Background: an optimization exercise with open tools, aiming at small area, a short achievable clock period and few clock cycles. Do not read the settings as production practice. RTL that was checked went through simulation tests only; none was proved equivalent to the original. Power and IR drop assume default switching activity.

== quartz ==
## redmule_streamer
module redmule_streamer (
  input  logic                   clk_i,
  input  logic                   rst_n_i,
  input  logic                   x_start_i,
  input  streamer_pkg::ch_cfg_t  x_cfg_i,
  output logic                   x_valid_o,
  input  logic                   x_ready_i,
  output streamer_pkg::data_t    x_data_o,
  output logic                   x_done_o,
  input  logic                   w_start_i,
  input  streamer_pkg::ch_cfg_t  w_cfg_i,
  output logic                   w_valid_o,
  input  logic                   w_ready_i,
  output streamer_pkg::data_t    w_data_o,
  output logic                   w_done_o,
  input  logic                   y_start_i,
  input  streamer_pkg::ch_cfg_t  y_cfg_i,
  output logic                   y_valid_o,
  input  logic                   y_ready_i,
  output streamer_pkg::data_t    y_data_o,
  output logic                   y_done_o,
  input  logic                   z_start_i,
  input  streamer_pkg::ch_cfg_t  z_cfg_i,
  input  logic                   z_valid_i,
  output logic                   z_ready_o,
  input  streamer_pkg::data_t    z_data_i,
  output logic                   z_done_o,
  output logic                   mem_req_o,
  output streamer_pkg::mem_req_t mem_req_data_o,
  input  logic                   mem_gnt_i,
  input  streamer_pkg::mem_rsp_t mem_rsp_i
);
  logic [4-1:0] elig;
  logic [4-1:0] sel;
  logic [4-1:0] fire;
  streamer_pkg::addr_t       x_addr, x_stride;
  ...
Size in the first run: about 2300 cells after synthesis, ~580 flip-flops, ~570 I/O pins, about 24000 um^2 of cells after synthesis.
==> flow/config.mk <==
export PLATFORM = sky130hd
export DESIGN_NAME = redmule_streamer
export DESIGN_NICKNAME = redmule_streamer
export VERILOG_FILES = /design/flow/design.v
export SDC_FILE = /design/flow/constraint.sdc
export NUM_CORES = 4
export LEC_CHECK = 0
export ABC_AREA = 1
export CAP_MARGIN = 20
export CORE_MARGIN = 2
export CORE_UTILIZATION = 70
export CTS_BUF_LIST = sky130_fd_sc_hd__clkbuf_8
export CTS_CLUSTER_DIAMETER = 60
export CTS_CLUSTER_SIZE = 14
export PLACE_DENSITY = 0.8
export SETUP_SLACK_MARGIN = 3.0
export SLEW_MARGIN = 20
==> flow/constraint.sdc <==
create_clock -name core_clock -period 5.5 [get_ports {clk_i}]
set_input_delay 1.1000 -clock core_clock [delete_from_list [all_inputs] [get_ports {clk_i}]]
set_output_delay 1.1000 -clock core_clock [all_outputs]
set_load 0.01 [all_outputs]
standard.sh (not shown) runs the stock make flow with config.mk's settings and CLKGATE_MAP_FILE= SYNTH_SCRIPT=/design/flow/synth_recipe.tcl, a recipe that flattens the netlist after the stock synthesis.
==> flow/flow/run.sh <==
#!/bin/bash
# The standard layout, with the smallest buffer on every input and output port.
set -euo pipefail
cd "$(dirname "$0")/.."
export BUFFER_PORTS_ARGS="-buffer_cell sky130_fd_sc_hd__buf_1"
bash standard.sh > standard.log 2>&1
quartz reached the final stage; the timing, design-rule and antenna checks on its layout passed.
Testbench counts of quartz, summed over its fixed seeds: cycles 11,314.
The inputs of amber differ from those of quartz as listed below.
# quartz
export LEC_CHECK = 0
export ABC_AREA = 1
export CAP_MARGIN = 20
export CORE_MARGIN = 2
export CORE_UTILIZATION = 70
export CTS_BUF_LIST = sky130_fd_sc_hd__clkbuf_8
export CTS_CLUSTER_DIAMETER = 60
export CTS_CLUSTER_SIZE = 14
export PLACE_DENSITY = 0.8
export SETUP_SLACK_MARGIN = 3.0
export SLEW_MARGIN = 20
create_clock -name core_clock -period 5.5 [get_ports {clk_i}]
# amber
export LEC_CHECK = 0
export ABC_AREA = 1
export CAP_MARGIN = 5
export CORE_MARGIN = 2
export CORE_UTILIZATION = 60
export CTS_BUF_LIST = sky130_fd_sc_hd__clkbuf_8
export CTS_CLUSTER_DIAMETER = 60
export CTS_CLUSTER_SIZE = 14
export PLACE_DENSITY = 0.72
export SETUP_SLACK_MARGIN = 3.15
export SLEW_MARGIN = 5
create_clock -name core_clock -period 5.5 [get_ports {clk_i}]
Notes after the runs:
- Looking at the reports, amber completed the entire flow and the layout it produced met the timing, design-rule and antenna checks.
- Changes observed in amber relative to quartz: storage element area comparable, slack of the critical path climbed 0.089 ns, non-clock buffer share of cell area increased 0.52 points.
- On clock skew: amber sits above quartz.
- amber against quartz: global routing usage summed across all routing layers -3.6 points, switching share of total power ~0 delta, die area +16%.
- Going from quartz to amber, clock latency at the later pin of the worst-skew pair increased by 0.07 ns relative to the old numbers; share of cell area taken by multi-input logic gates shrank by 0.20 points; total chip power has increased.


== the previous run ==
redmule_streamer, a different RTL version from the one above (not shown whole).
Size in the first run: about 25000 µm² of cells after synthesis.
==> flow/config.mk <==
export PLATFORM = sky130hd
export DESIGN_NAME = redmule_streamer
export DESIGN_NICKNAME = redmule_streamer
export VERILOG_FILES = /design/flow/design.v
export SDC_FILE = /design/flow/constraint.sdc
export NUM_CORES = 4
export LEC_CHECK = 0
export CAP_MARGIN = 20
export CORE_MARGIN = 2
export CORE_UTILIZATION = 40
export SETUP_SLACK_MARGIN = 2.5
export SLEW_MARGIN = 20
==> flow/constraint.sdc <==
create_clock -name core_clock -period 5.5 [get_ports {clk_i}]
set_input_delay 1.1000 -clock core_clock [delete_from_list [all_inputs] [get_ports {clk_i}]]
set_output_delay 1.1000 -clock core_clock [all_outputs]
set_load 0.01 [all_outputs]
Scripts as last shown in full above: flow/flow/run.sh
The following lists how the current run was set up differently from the previous run:
- SETUP_SLACK_MARGIN now 3.1, was 2.5
==> run notes <==
The standard cells in the current run occupy more silicon area than those in the previous run do.
The multi-input logic portion of the cell area of the current run is higher than that of the previous run.
Maximum operating frequency delta (the current run − the previous run): favourable
Critical path depth (lower): the previous run
Shortest clock period the worst path allows after layout was higher in the run labelled the previous run.
The higher global-route total usage across every layer of the previous run and the current run is in the current run.
The number of ordinary and repair buffers in the finished layout in the current run sits 95 above the value recorded for the previous run.
Function was not checked in any run of this note: the RTL went through the layout flow alone.


Setup of main:
Another version of the RTL of redmule_streamer (not shown whole).
Size in the first run: roughly 2400 cells after synthesis, ~500 flip-flops, ~570 I/O pins, about 0.026 sq mm of cells after synthesis.
Settings: LEC_CHECK=0, ABC_CLOCK_PERIOD_IN_PS=3000, CAP_MARGIN=20, CORE_MARGIN=2, CORE_UTILIZATION=40, SETUP_SLACK_MARGIN=2.5, SLEW_MARGIN=20; clock period 5.5 ns.
run.sh (not shown) runs the stock make flow with config.mk's settings and CLKGATE_MAP_FILE= SYNTH_SCRIPT=/design/flow/synth_recipe.tcl, a recipe that flattens the netlist after the stock synthesis.
Stock flow here: none of the scripts above is used.
Modified inputs, the feature branch compared to main
--- a/flow/config.mk
+++ b/flow/config.mk
@@ -6,8 +6,8 @@
 export NUM_CORES = 4
 export LEC_CHECK = 0
-export ABC_CLOCK_PERIOD_IN_PS = 3000
+export ABC_CLOCK_PERIOD_IN_PS = 2200
 export CAP_MARGIN = 20
 export CORE_MARGIN = 2
 export CORE_UTILIZATION = 40
-export SETUP_SLACK_MARGIN = 2.5
+export SETUP_SLACK_MARGIN = 3.3
 export SLEW_MARGIN = 20
## What came out
The feature branch went all the way through the flow, and no timing, DRC or antenna check failed.
Taking main as the reference, in the feature branch synthesized area per cell flat, register fraction of the total cell area down 2.5 points, clock-buffer cell count down 6, overall die area flat.
The feature branch vs. main: utilization went up 4.1 points; worst setup slack went down 0.14 ns.
Function was not checked in any run of this note: the RTL went through the layout flow alone.


== before ==
redmule_streamer with an RTL version that a note above also has.
For scale: ~540 flip-flops, about 25000 sq um of cells after synthesis.
Design redmule_streamer, start of the top module:
module redmule_streamer (
  input  logic                   clk_i,
  input  logic                   rst_n_i,
  input  logic                   x_start_i,
  input  streamer_pkg::ch_cfg_t  x_cfg_i,
  output logic                   x_valid_o,
  input  logic                   x_ready_i,
  output streamer_pkg::data_t    x_data_o,
  output logic                   x_done_o,
  input  logic                   w_start_i,
  input  streamer_pkg::ch_cfg_t  w_cfg_i,
  output logic                   w_valid_o,
  input  logic                   w_ready_i,
  output streamer_pkg::data_t    w_data_o,
  output logic                   w_done_o,
  input  logic                   y_start_i,
  input  streamer_pkg::ch_cfg_t  y_cfg_i,
  output logic                   y_valid_o,
  input  logic                   y_ready_i,
  output streamer_pkg::data_t    y_data_o,
  output logic                   y_done_o,
  input  logic                   z_start_i,
  input  streamer_pkg::ch_cfg_t  z_cfg_i,
  input  logic                   z_valid_i,
  output logic                   z_ready_o,
  input  streamer_pkg::data_t    z_data_i,
  output logic                   z_done_o,
  output logic                   mem_req_o,
  ...
Settings: LEC_CHECK=0, CAP_MARGIN=20, CORE_MARGIN=2, CORE_UTILIZATION=40, SETUP_SLACK_MARGIN=2.5, SLEW_MARGIN=20; clock period 5.5 ns.
--- input diff before..after ---
Settings: SETUP_SLACK_MARGIN no longer set, was 2.5.
## What came out
- Diff after..before | register bit count reported by yosys | unchanged
- Between before and after, the standard cell area after detailed placement figures differ only marginally.
- after vs before — met1 demand-to-capacity share in global routing dropped 1.6 points.
- after against before: worst setup slack now sits lower, final hold slack now sits higher, total power now sits lower, non-clock buffer count now sits lower.
- Looking at final cell count, after sits about 1.6% lower than before does.
- Per the comparison of after with before, final antenna diode count dropped 7; layout cell share with drive strength beyond 1 decreased 3.2 points; total iterations of the first detailed-routing run picked up an extra 1.
- after closes out successfully: all stages finished, all timing, DRC and antenna checks passed.
No run of this note included a check of the RTL's function; only the layout flow was run.


Another version of the RTL of redmule_streamer (not shown whole).
For scale: roughly 1600 cells after synthesis, ~570 flip-flops, roughly 570 I/O pins.
clock: 5.5 ns
lec_check: 0
cap_margin: 20
core_margin: 2
core_utilization: 60
cts_buf_list: sky130_fd_sc_hd__clkbuf_8 sky130_fd_sc_hd__clkbuf_16
cts_cluster_diameter: 100
cts_cluster_size: 20
place_density: 0.72
setup_slack_margin: 3.0
slew_margin: 20
standard.sh (not shown) runs the stock make flow with config.mk's settings and CLKGATE_MAP_FILE= SYNTH_SCRIPT=/design/flow/synth_recipe.tcl, a recipe that flattens the netlist after the stock synthesis.
Scripts as last shown in full above: flow/flow/run.sh
Testbench counts at the start, summed over its fixed seeds: cycles 11,327.
Edit:
ABC_AREA = 1   (was default)
CTS_BUF_LIST = sky130_fd_sc_hd__clkbuf_8   (was sky130_fd_sc_hd__clkbuf_8 sky130_fd_sc_hd__clkbuf_16)
CTS_CLUSTER_DIAMETER = 60   (was 100)
CTS_CLUSTER_SIZE = 14   (was 20)
SETUP_SLACK_MARGIN = 3.15   (was 3.0)
After rerunning: Non-clock buffer count is higher by 40; cell area is higher by 14%; total power is higher by 13%; area after synthesis is higher by 8.5%; sequential cell count stays the same; clock-buffer cell count is higher by 11; via count is higher by 35%; core utilization is higher by 3.7 points; final cell count is higher by 38%.
Edit:
ABC_AREA = default   (was 1)
CORE_UTILIZATION = 40   (was 60)
CTS_BUF_LIST = default   (was sky130_fd_sc_hd__clkbuf_8)
CTS_CLUSTER_DIAMETER = 100   (was 60)
CTS_CLUSTER_SIZE = 20   (was 14)
PLACE_DENSITY = default   (was 0.72)
SETUP_SLACK_MARGIN = 3.0   (was 3.15)
Effect: Register-to-register slack got worse by 0.08 ns. Combinational power is lower by 41%. Wire length is lower by 18%. Synthesized cell count is lower by 36%. Worst setup slack got worse by 0.11 ns.
Edit:
ABC_AREA = 1   (was default)
CORE_UTILIZATION = 60   (was 40)
PLACE_DENSITY = 0.72   (was default)
=> The changed run ran to the end with no violations; final cell count went up by 23%; wire length went up by 12%; first-iteration DRC count rises by about 50%; clock power drops by about 3%; combinational power rose by about 45%; synthesized cell count grows by about 56%; global-route usage goes up by 13 points; final area came out higher by about 6%; worst setup slack gets better by 0.091 ns; power came out higher by about 8%.

[afterwards: timing with drivers on the ports]
Ports are ideal in the flow. The routed layouts listed here were re-timed in OpenROAD. Step 1 sets driving cells, clkbuf_16 on the clock port and buf_2 on the other inputs (assumed; they add their load-dependent delay and slew). Step 2 moves the port delays by t, midway between the first and last clock arrival at a register: inputs arrive t later, outputs are due t later. That takes back most of the time a late clock gives input paths. Slacks: no drivers / after step 1 / after step 2; pairs: no drivers / after step 1.
run	t, ns	setup WS [ns]	clock arrival spread, ns
quartz	0.647	3.046 / 3.002 / 2.427	0.025 / 0.024
amber	0.705	3.135 / 3.082 / 2.496	0.047 / 0.047
the previous run	0.691	2.501 / 2.501 / 1.874	0.023 / 0.023
the current run	0.688	2.558 / 2.559 / 1.872	0.020 / 0.021
main	0.686	2.511 / 2.511 / 1.892	0.025 / 0.025
the feature branch	0.691	2.367 / 2.367 / 1.711	0.017 / 0.017
before	0.692	2.491 / 2.491 / 1.879	0.032 / 0.033
after	0.692	1.476 / 1.502 / 0.810	0.017 / 0.018
the first run of note 5	0.593	2.945 / 2.962 / 2.369	0.018 / 0.018
the second run of note 5	0.742	2.988 / 2.988 / 2.327	0.026 / 0.025
the third run of note 5	0.601	2.877 / 2.890 / 2.289	0.027 / 0.028
the fourth run of note 5	0.619	2.968 / 2.968 / 2.365	0.029 / 0.029
After both steps every run listed still meets setup and hold. The setup slack of the current run, which loses most, moves by +0.001 ns with the drivers and by -0.686 ns with both steps.
